From an optimization exercise on the open Yosys and OpenROAD flow, aimed at small area, a short achievable clock period and few clock cycles per item; shortcuts taken in it are not production practice.
Where RTL was checked, it was by simulation tests only, not by an equivalence proof against the original.
No activity file was given, so power comes from the tool's default toggle rates.

== run 1 ==
==> flow/design.v <==
module partition_engine (
    input  logic        clk,
    input  logic        rst,
    input  logic        cmd_valid,
    output logic        cmd_ready,
    input  logic [7:0]  cmd_op,
    input  logic [31:0] cmd_region,
    input  logic [31:0] cmd_mask,
    input  logic [3:0]  cmd_m1,
    input  logic [3:0]  cmd_m2,
    output logic        rsp_valid,
    input  logic        rsp_ready,
    output logic [2:0]  rsp_status,
    output logic [3:0]  rsp_module_id,
    output logic [4:0]  live_count,
    output logic [15:0] slot_valid,
    output logic        is_structured,
    output logic [11:0] mu_discovery,
    output logic [11:0] mu_execution,
    output logic [11:0] mu_cost,
    output logic        mu_saturated,
    input  logic [3:0]  rd_id,
    output logic [31:0] rd_region
);
    localparam logic [2:0] ST_OK      = 3'd0;
    localparam logic [2:0] ST_FULL    = 3'd1;
    localparam logic [2:0] ST_BAD_ID  = 3'd2;
    localparam logic [2:0] ST_OVERLAP = 3'd3;
    localparam logic [2:0] ST_EMPTY   = 3'd4;
    localparam logic [2:0] ST_ILLEGAL = 3'd5;
    logic [31:0] own_v;
    logic [3:0]  own_id [32];
    logic [5:0] disc_q;
    logic       sat_q;
    always_comb begin
        for (int b = 0; b < 32; b++) rd_region[b] = own_v[b] && (own_id[b] == rd_id);
    end
    logic [12:0] cost_sum;
    assign mu_discovery = {6'b0, disc_q};
    assign cost_sum     = {1'b0, mu_discovery} + {1'b0, mu_execution};
    assign mu_cost      = cost_sum[12] ? 12'hfff : cost_sum[11:0];
    assign mu_saturated = sat_q | cost_sum[12];
    logic accept;
    assign cmd_ready = !rsp_valid || rsp_ready;
    assign accept    = cmd_valid && cmd_ready;
    logic op_new, op_split, op_merge, op_acc;
    assign op_new   = (cmd_op == 8'h00);
    assign op_split = (cmd_op == 8'h01);
    assign op_merge = (cmd_op == 8'h02);
    assign op_acc   = (cmd_op == 8'h05);
    logic [3:0] free_id;
    logic       any_free;
    always_comb begin
        free_id  = '0;
        any_free = 1'b0;
        for (int k = 15; k >= 0; k--) begin
            if (!slot_valid[k]) begin
                free_id  = 4'(k);
                any_free = 1'b1;
            end
        end
    end
    logic [3:0]  sel_id;
    logic [31:0] psel;
    assign sel_id = cmd_op[1] ? cmd_m2 : cmd_m1;
    always_comb begin
        for (int b = 0; b < 32; b++) psel[b] = own_v[b] && (own_id[b] == sel_id);
    end
    logic overlap, region_zero, split_lo, split_hi, m1_live, m2_live;
    assign overlap     = |(cmd_region & own_v);
    assign region_zero = (cmd_region == '0);
    assign split_lo    = |(psel & cmd_mask);
    assign split_hi    = |(psel & ~cmd_mask);
    assign m1_live     = slot_valid[cmd_m1];
    assign m2_live     = slot_valid[cmd_m2];
    logic new_ok, split_ok, merge_ok;
    logic [2:0] status;
    always_comb begin
        status = ST_OK;
        if (op_new) begin
            if (region_zero)    status = ST_EMPTY;
            else if (overlap)   status = ST_OVERLAP;
            else if (!any_free) status = ST_FULL;
        end else if (op_split) begin
            if (!m1_live)                    status = ST_BAD_ID;
            else if (!any_free)              status = ST_FULL;
            else if (!split_lo || !split_hi) status = ST_EMPTY;
        end else if (op_merge) begin
            if (!m1_live || !m2_live || (cmd_m1 == cmd_m2)) status = ST_BAD_ID;
        end else if (!op_acc) begin
            status = ST_ILLEGAL;
        end
    end
    assign new_ok   = op_new && !region_zero && !overlap && any_free;
    assign split_ok = op_split && m1_live && any_free && split_lo && split_hi;
    assign merge_ok = op_merge && m1_live && m2_live && (cmd_m1 != cmd_m2);
    logic        do_new, do_split, do_merge, do_acc, do_add;
    logic [15:0] free_oh, m2_oh;
    logic [5:0]  pop;
    logic [4:0]  live_inc, live_dec;
    logic [7:0]  inc_exec;
    logic [12:0] exec_sum;
    logic        do_exec;
    assign do_new   = accept && new_ok;
    assign do_split = accept && split_ok;
    assign do_merge = accept && merge_ok;
    assign do_acc   = accept && op_acc;
    assign do_add   = do_new || do_split;
    always_comb begin
        for (int k = 0; k < 16; k++) begin
            free_oh[k] = do_add && (free_id == 4'(k));
            m2_oh[k]   = do_merge && (cmd_m2 == 4'(k));
        end
        pop = '0;
        for (int b = 0; b < 32; b++) pop = pop + 6'(cmd_region[b]);
    end
    assign live_inc = live_count + 5'd1;
    assign live_dec = live_count - 5'd1;
    always_comb begin
        if (cmd_op[2])      inc_exec = {live_count, 3'b000};
        else if (cmd_op[1]) inc_exec = 8'd4;
        else                inc_exec = 8'd32;
    end
    assign exec_sum = {{1'b0, mu_execution[11:2]} + {5'b0, inc_exec[7:2]}, mu_execution[1:0]};
    assign do_exec  = do_split || do_merge || do_acc;
    always_ff @(posedge clk or posedge rst) begin
        if (rst) begin
            rsp_valid     <= 1'b0;
            live_count    <= '0;
            slot_valid    <= '0;
            is_structured <= 1'b0;
            disc_q        <= '0;
            mu_execution  <= '0;
            sat_q         <= 1'b0;
            own_v         <= '0;
        end else begin
            if (cmd_ready) rsp_valid <= cmd_valid;
            if (do_add)        live_count <= live_inc;
            else if (do_merge) live_count <= live_dec;
            slot_valid   <= (slot_valid | free_oh) & ~m2_oh;
            if (do_acc) is_structured <= (live_count >= 5'd2);
            own_v        <= own_v | (cmd_region & {32{do_new}});
            if (do_new) disc_q <= disc_q + pop;
            if (do_exec) mu_execution <= exec_sum[12] ? 12'hfff : exec_sum[11:0];
            sat_q        <= sat_q | (do_exec && exec_sum[12]);
        end
    end
    logic [3:0]  wr_id;
    logic [31:0] wr;
    assign wr_id = op_merge ? cmd_m1 : free_id;
    assign wr    = (cmd_region & {32{do_new}}) | (psel & ((cmd_mask & {32{do_split}}) | {32{do_merge}}));
    always_ff @(posedge clk) begin
        if (accept) begin
            rsp_status    <= status;
            rsp_module_id <= (merge_ok || new_ok || split_ok) ? wr_id : 4'd0;
        end
        for (int b = 0; b < 32; b++) begin
            if (wr[b]) own_id[b] <= wr_id;
        end
    end
endmodule
Settings: LEC_CHECK=0, CAP_MARGIN=20, CELL_PAD_IN_SITES_DETAIL_PLACEMENT=1, CELL_PAD_IN_SITES_GLOBAL_PLACEMENT=2, CORE_MARGIN=2, CORE_UTILIZATION=40, PLACE_DENSITY=0.55, SETUP_SLACK_MARGIN=4.6, SLEW_MARGIN=20; clock period 10.0 ns.
standard.sh (not shown) runs the stock make flow with config.mk's settings and CLKGATE_MAP_FILE= SYNTH_SCRIPT=/design/flow/synth_recipe.tcl, a recipe that flattens the netlist after the stock synthesis.
==> flow/flow/run.sh <==
#!/bin/bash
# Standard layout with two changes: plain buffers (not delay cells) on the ports, and
# no full-adder cell extraction in synthesis (adders are left to ABC's gate mapping).
export BUFFER_PORTS_ARGS="-buffer_cell sky130_fd_sc_hd__buf_2"
export ADDER_MAP_FILE=
bash standard.sh > standard.log 2>&1
Testbench counts of run 1, summed over its fixed seeds: cycles 4,832, items 4,800.
> inputs changed (run 1 -> run 2)
diff --git a/flow/design.v b/flow/design.v
--- a/flow/design.v
+++ b/flow/design.v
@@ -27,19 +27,19 @@
     localparam logic [2:0] ST_BAD_ID  = 3'd2;
     localparam logic [2:0] ST_OVERLAP = 3'd3;
     localparam logic [2:0] ST_EMPTY   = 3'd4;
     localparam logic [2:0] ST_ILLEGAL = 3'd5;
     logic [31:0] own_v;
     logic [3:0]  own_id [32];
-    logic [5:0] disc_q;
+    logic [5:0] disc_q, pop_q;
     logic       sat_q;
     always_comb begin
         for (int b = 0; b < 32; b++) rd_region[b] = own_v[b] && (own_id[b] == rd_id);
     end
     logic [12:0] cost_sum;
-    assign mu_discovery = {6'b0, disc_q};
+    assign mu_discovery = {6'b0, disc_q + pop_q};
     assign cost_sum     = {1'b0, mu_discovery} + {1'b0, mu_execution};
     assign mu_cost      = cost_sum[12] ? 12'hfff : cost_sum[11:0];
     assign mu_saturated = sat_q | cost_sum[12];
     logic accept;
     assign cmd_ready = !rsp_valid || rsp_ready;
     assign accept    = cmd_valid && cmd_ready;
@@ -114,36 +114,38 @@
         pop = '0;
         for (int b = 0; b < 32; b++) pop = pop + 6'(cmd_region[b]);
     end
     assign live_inc = live_count + 5'd1;
     assign live_dec = live_count - 5'd1;
     always_comb begin
-        if (cmd_op[2])      inc_exec = {live_count, 3'b000};
-        else if (cmd_op[1]) inc_exec = 8'd4;
-        else                inc_exec = 8'd32;
+        inc_exec = {live_count, 3'b000};
+        if (op_split)      inc_exec = 8'd32;
+        else if (op_merge) inc_exec = 8'd4;
     end
-    assign exec_sum = {{1'b0, mu_execution[11:2]} + {5'b0, inc_exec[7:2]}, mu_execution[1:0]};
+    assign exec_sum = {1'b0, mu_execution} + {5'b0, inc_exec};
     assign do_exec  = do_split || do_merge || do_acc;
     always_ff @(posedge clk or posedge rst) begin
         if (rst) begin
             rsp_valid     <= 1'b0;
             live_count    <= '0;
             slot_valid    <= '0;
             is_structured <= 1'b0;
             disc_q        <= '0;
+            pop_q         <= '0;
             mu_execution  <= '0;
             sat_q         <= 1'b0;
             own_v         <= '0;
         end else begin
             if (cmd_ready) rsp_valid <= cmd_valid;
             if (do_add)        live_count <= live_inc;
             else if (do_merge) live_count <= live_dec;
             slot_valid   <= (slot_valid | free_oh) & ~m2_oh;
             if (do_acc) is_structured <= (live_count >= 5'd2);
             own_v        <= own_v | (cmd_region & {32{do_new}});
-            if (do_new) disc_q <= disc_q + pop;
+            disc_q       <= mu_discovery[5:0];
+            pop_q        <= do_new ? pop : 6'd0;
             if (do_exec) mu_execution <= exec_sum[12] ? 12'hfff : exec_sum[11:0];
             sat_q        <= sat_q | (do_exec && exec_sum[12]);
         end
     end
     logic [3:0]  wr_id;
     logic [31:0] wr;
==> run notes <==
From run 1 to run 2 the numbers moved as follows: overall fraction of global-route tracks in use lost 0.27 points; wire length of the first global-routing pass picked up an extra about 1%. Worst hold slack across run 1 and run 2: no real change. Looking at part of the total power dissipated in sequential elements, run 2 sits 0.7 points above run 1. Post-synthesis cell type count, run 2 vs run 1: up by more than 10%. NOTE power run 1->run 2 increased slightly. Sequential share of cell area delta for run 2 relative to run 1: 0.17 points higher.
Testbench counts of run 2, summed over its fixed seeds: cycles 4,832, items 4,800.

---

== run A ==
Another version of the RTL of partition_engine (not shown whole).
For scale: roughly 2000 cells after synthesis, about 220 flip-flops, roughly 190 I/O pins, roughly 19000 um^2 of cells after synthesis.
==> module partition_engine, before the edit <==
module partition_engine (
    input  logic        clk,
    input  logic        rst,
    input  logic        cmd_valid,
    output logic        cmd_ready,
    input  logic [7:0]  cmd_op,
    input  logic [31:0] cmd_region,
    input  logic [31:0] cmd_mask,
    input  logic [3:0]  cmd_m1,
    input  logic [3:0]  cmd_m2,
    output logic        rsp_valid,
    input  logic        rsp_ready,
    output logic [2:0]  rsp_status,
    output logic [3:0]  rsp_module_id,
    output logic [4:0]  live_count,
    output logic [15:0] slot_valid,
    output logic        is_structured,
    output logic [11:0] mu_discovery,
    output logic [11:0] mu_execution,
    output logic [11:0] mu_cost,
    output logic        mu_saturated,
    input  logic [3:0]  rd_id,
    output logic [31:0] rd_region
);
    localparam logic [2:0] ST_OK      = 3'd0;
    localparam logic [2:0] ST_FULL    = 3'd1;
    localparam logic [2:0] ST_BAD_ID  = 3'd2;
    localparam logic [2:0] ST_OVERLAP = 3'd3;
    localparam logic [2:0] ST_EMPTY   = 3'd4;
    localparam logic [2:0] ST_ILLEGAL = 3'd5;
    logic [31:0] own_v;
    logic [3:0]  own_id [32];
    logic [5:0]  disc_q, inc_disc_q;
    logic [11:0] exec_q;
    logic [7:0]  inc_exec_q;
    logic        sat_q;
    always_comb begin
        for (int b = 0; b < 32; b++) rd_region[b] = own_v[b] && (own_id[b] == rd_id);
    end
    logic [5:0]  disc_sum;
    logic [12:0] exec_sum;
    logic [13:0] cost_sum;
    assign disc_sum     = disc_q + inc_disc_q;
    assign exec_sum     = {1'b0, exec_q} + {5'b0, inc_exec_q};
    assign cost_sum     = {8'b0, disc_q} + {2'b0, exec_q} + {8'b0, inc_disc_q} + {6'b0, inc_exec_q};
    assign mu_discovery = {6'b0, disc_sum};
    assign mu_execution = exec_sum[12] ? 12'hfff : exec_sum[11:0];
    assign mu_cost      = (cost_sum[13:12] != 2'b00) ? 12'hfff : cost_sum[11:0];
    assign mu_saturated = sat_q | (cost_sum[13:12] != 2'b00);
    logic accept;
    assign cmd_ready = !rsp_valid || rsp_ready;
    assign accept    = cmd_valid && cmd_ready;
    logic op_new, op_split, op_merge, op_acc;
    assign op_new   = (cmd_op == 8'h00);
    assign op_split = (cmd_op == 8'h01);
    assign op_merge = (cmd_op == 8'h02);
    assign op_acc   = (cmd_op == 8'h05);
    logic [3:0] free_id;
    logic       any_free;
    always_comb begin
        free_id  = '0;
        any_free = 1'b0;
        for (int k = 15; k >= 0; k--) begin
            if (!slot_valid[k]) begin
                free_id  = 4'(k);
                any_free = 1'b1;
            end
        end
    end
    logic [3:0]  sel_id;
    logic [31:0] psel;
    assign sel_id = op_merge ? cmd_m2 : cmd_m1;
    always_comb begin
        for (int b = 0; b < 32; b++) psel[b] = own_v[b] && (own_id[b] == sel_id);
    end
    logic overlap, region_zero, split_lo, split_hi, m1_live, m2_live;
    assign overlap     = |(cmd_region & own_v);
    assign region_zero = (cmd_region == '0);
    assign split_lo    = |(psel & cmd_mask);
    assign split_hi    = |(psel & ~cmd_mask);
    assign m1_live     = slot_valid[cmd_m1];
    assign m2_live     = slot_valid[cmd_m2];
    logic new_ok, split_ok, merge_ok;
    logic [2:0] status;
    always_comb begin
        status = ST_OK;
        if (op_new) begin
            if (region_zero)    status = ST_EMPTY;
            else if (overlap)   status = ST_OVERLAP;
            else if (!any_free) status = ST_FULL;
        end else if (op_split) begin
            if (!m1_live)                    status = ST_BAD_ID;
            else if (!any_free)              status = ST_FULL;
            else if (!split_lo || !split_hi) status = ST_EMPTY;
        end else if (op_merge) begin
            if (!m1_live || !m2_live || (cmd_m1 == cmd_m2)) status = ST_BAD_ID;
        end else if (!op_acc) begin
            status = ST_ILLEGAL;
        end
    end
    assign new_ok   = op_new && !region_zero && !overlap && any_free;
    assign split_ok = op_split && m1_live && any_free && split_lo && split_hi;
    assign merge_ok = op_merge && m1_live && m2_live && (cmd_m1 != cmd_m2);
    logic [5:0] pop;
    logic [7:0] inc_exec;
    always_comb begin
        pop = '0;
        for (int b = 0; b < 32; b++) pop = pop + 6'(cmd_region[b]);
    end
    always_comb begin
        inc_exec = '0;
        if (split_ok)      inc_exec = 8'd32;
        else if (merge_ok) inc_exec = 8'd4;
        else if (op_acc)   inc_exec = {live_count, 3'b000};
    end
    always_ff @(posedge clk or posedge rst) begin
        if (rst) begin
            rsp_valid     <= 1'b0;
            live_count    <= '0;
            slot_valid    <= '0;
            is_structured <= 1'b0;
            disc_q        <= '0;
            exec_q        <= '0;
            inc_disc_q    <= '0;
            inc_exec_q    <= '0;
            sat_q         <= 1'b0;
            own_v         <= '0;
        end else begin
            if (cmd_ready) rsp_valid <= cmd_valid;
            if (accept) begin
                if (new_ok || split_ok) begin
                    live_count          <= live_count + 5'd1;
                    slot_valid[free_id] <= 1'b1;
                end
                if (merge_ok) begin
                    live_count          <= live_count - 5'd1;
                    slot_valid[cmd_m2]  <= 1'b0;
                end
                if (op_acc) is_structured <= (live_count >= 5'd2);
                if (new_ok) own_v <= own_v | cmd_region;
                disc_q     <= disc_sum;
                exec_q     <= mu_execution;
                sat_q      <= mu_saturated;
                inc_disc_q <= new_ok ? pop : 6'd0;
                inc_exec_q <= inc_exec;
            end
        end
    end
    always_ff @(posedge clk) begin
        if (accept) begin
            rsp_status    <= status;
            rsp_module_id <= merge_ok ? cmd_m1 : ((new_ok || split_ok) ? free_id : 4'd0);
            for (int b = 0; b < 32; b++) begin
                if ((new_ok && cmd_region[b]) || (split_ok && psel[b] && cmd_mask[b]))
                    own_id[b] <= free_id;
                else if (merge_ok && psel[b])
                    own_id[b] <= cmd_m1;
            end
        end
    end
endmodule
Settings: LEC_CHECK=0, CAP_MARGIN=20, CELL_PAD_IN_SITES_DETAIL_PLACEMENT=2, CELL_PAD_IN_SITES_GLOBAL_PLACEMENT=4, CORE_MARGIN=2, CORE_UTILIZATION=30, PLACE_DENSITY=0.4, SLEW_MARGIN=20; clock period 10.0 ns.
run.sh (not shown) runs the stock make flow with config.mk's settings and CLKGATE_MAP_FILE= SYNTH_SCRIPT=/design/flow/synth_recipe.tcl, a recipe that flattens the netlist after the stock synthesis.
Stock flow here: none of the scripts above is used.
Run A | stages: all done | timing, DRC, antenna: all pass
Input changes introduced in run B (baseline for comparison: run A):
--- a/flow/design.v
+++ b/flow/design.v
@@ -31,6 +31,6 @@
     logic [31:0] own_v;
     logic [3:0]  own_id [32];
-    logic [5:0]  disc_q, inc_disc_q;
-    logic [11:0] exec_q;
+    logic [11:0] disc_q, exec_q;
+    logic [5:0]  inc_disc_q;
     logic [7:0]  inc_exec_q;
     logic        sat_q;
@@ -38,11 +38,10 @@
         for (int b = 0; b < 32; b++) rd_region[b] = own_v[b] && (own_id[b] == rd_id);
     end
-    logic [5:0]  disc_sum;
-    logic [12:0] exec_sum;
+    logic [12:0] disc_sum, exec_sum;
     logic [13:0] cost_sum;
-    assign disc_sum     = disc_q + inc_disc_q;
+    assign disc_sum     = {1'b0, disc_q} + {7'b0, inc_disc_q};
     assign exec_sum     = {1'b0, exec_q} + {5'b0, inc_exec_q};
-    assign cost_sum     = {8'b0, disc_q} + {2'b0, exec_q} + {8'b0, inc_disc_q} + {6'b0, inc_exec_q};
-    assign mu_discovery = {6'b0, disc_sum};
+    assign cost_sum     = {2'b0, disc_q} + {2'b0, exec_q} + {8'b0, inc_disc_q} + {6'b0, inc_exec_q};
+    assign mu_discovery = disc_sum[12] ? 12'hfff : disc_sum[11:0];
     assign mu_execution = exec_sum[12] ? 12'hfff : exec_sum[11:0];
     assign mu_cost      = (cost_sum[13:12] != 2'b00) ? 12'hfff : cost_sum[11:0];
@@ -139,5 +138,5 @@
                 if (op_acc) is_structured <= (live_count >= 5'd2);
                 if (new_ok) own_v <= own_v | cmd_region;
-                disc_q     <= disc_sum;
+                disc_q     <= mu_discovery;
                 exec_q     <= mu_execution;
                 sat_q      <= mu_saturated;
Notes after the runs:
Run B vs run A — internal power component climbed slightly
For run B, the category of the critical setup timing path was register to output pin, unlike run A, where it was input port to register.
Taking run A as the reference, in run B layout clock buffer count moved down; final critical-path share of the clock period moved up; placer congestion estimate moved up; average via count per standard cell moved down; wire length of the first global-routing pass moved down.
Total power delta (run B − run A): unfavourable
Switching component of the power in run B is 140 uW higher than in run A
| critical path depth | run B vs run A | 6 higher |
Design area delta (run B − run A): favourable
Run B: global-route usage is 1.3 points lower than what run A reported.
Function was not checked in any run of this note: the RTL went through the layout flow alone.

## port drivers added, routing unchanged
How much do the figures lean on ideal ports? The routed layouts below were timed once more, with nothing changed but the port constraints.
Step 1 (the two cells are an assumption about what drives the block):
set clk [get_ports {clk}]
set_driving_cell -lib_cell sky130_fd_sc_hd__clkbuf_16 $clk
set_driving_cell -lib_cell sky130_fd_sc_hd__buf_2 [delete_from_list [all_inputs] $clk]
Step 2, shift: input delay + t, output delay - t, t = (earliest + latest rising clock arrival at the registers) / 2. This alone moves slack from input paths to output paths.
a / b / c = no drivers / after step 1 / after step 2; a / b = the first two.
run	t, ns	slack for setup (ns)	worst setup path after step 2	latest minus earliest clock arrival (ns)
run 1	0.593	4.581 / 4.572 / 3.979	input to register	0.031 / 0.031
run 2	0.611	4.485 / 4.429 / 4.142	input to register	0.027 / 0.027
run A	0.611	2.423 / 2.461 / 1.850	input to register	0.017 / 0.016
run B	0.655	2.108 / 2.044 / 1.802	input to register	0.025 / 0.025
After both steps every run listed still meets setup and hold. For run 1, which loses most, drivers alone change the setup slack by -0.009 ns; drivers and shift together by -0.602 ns.
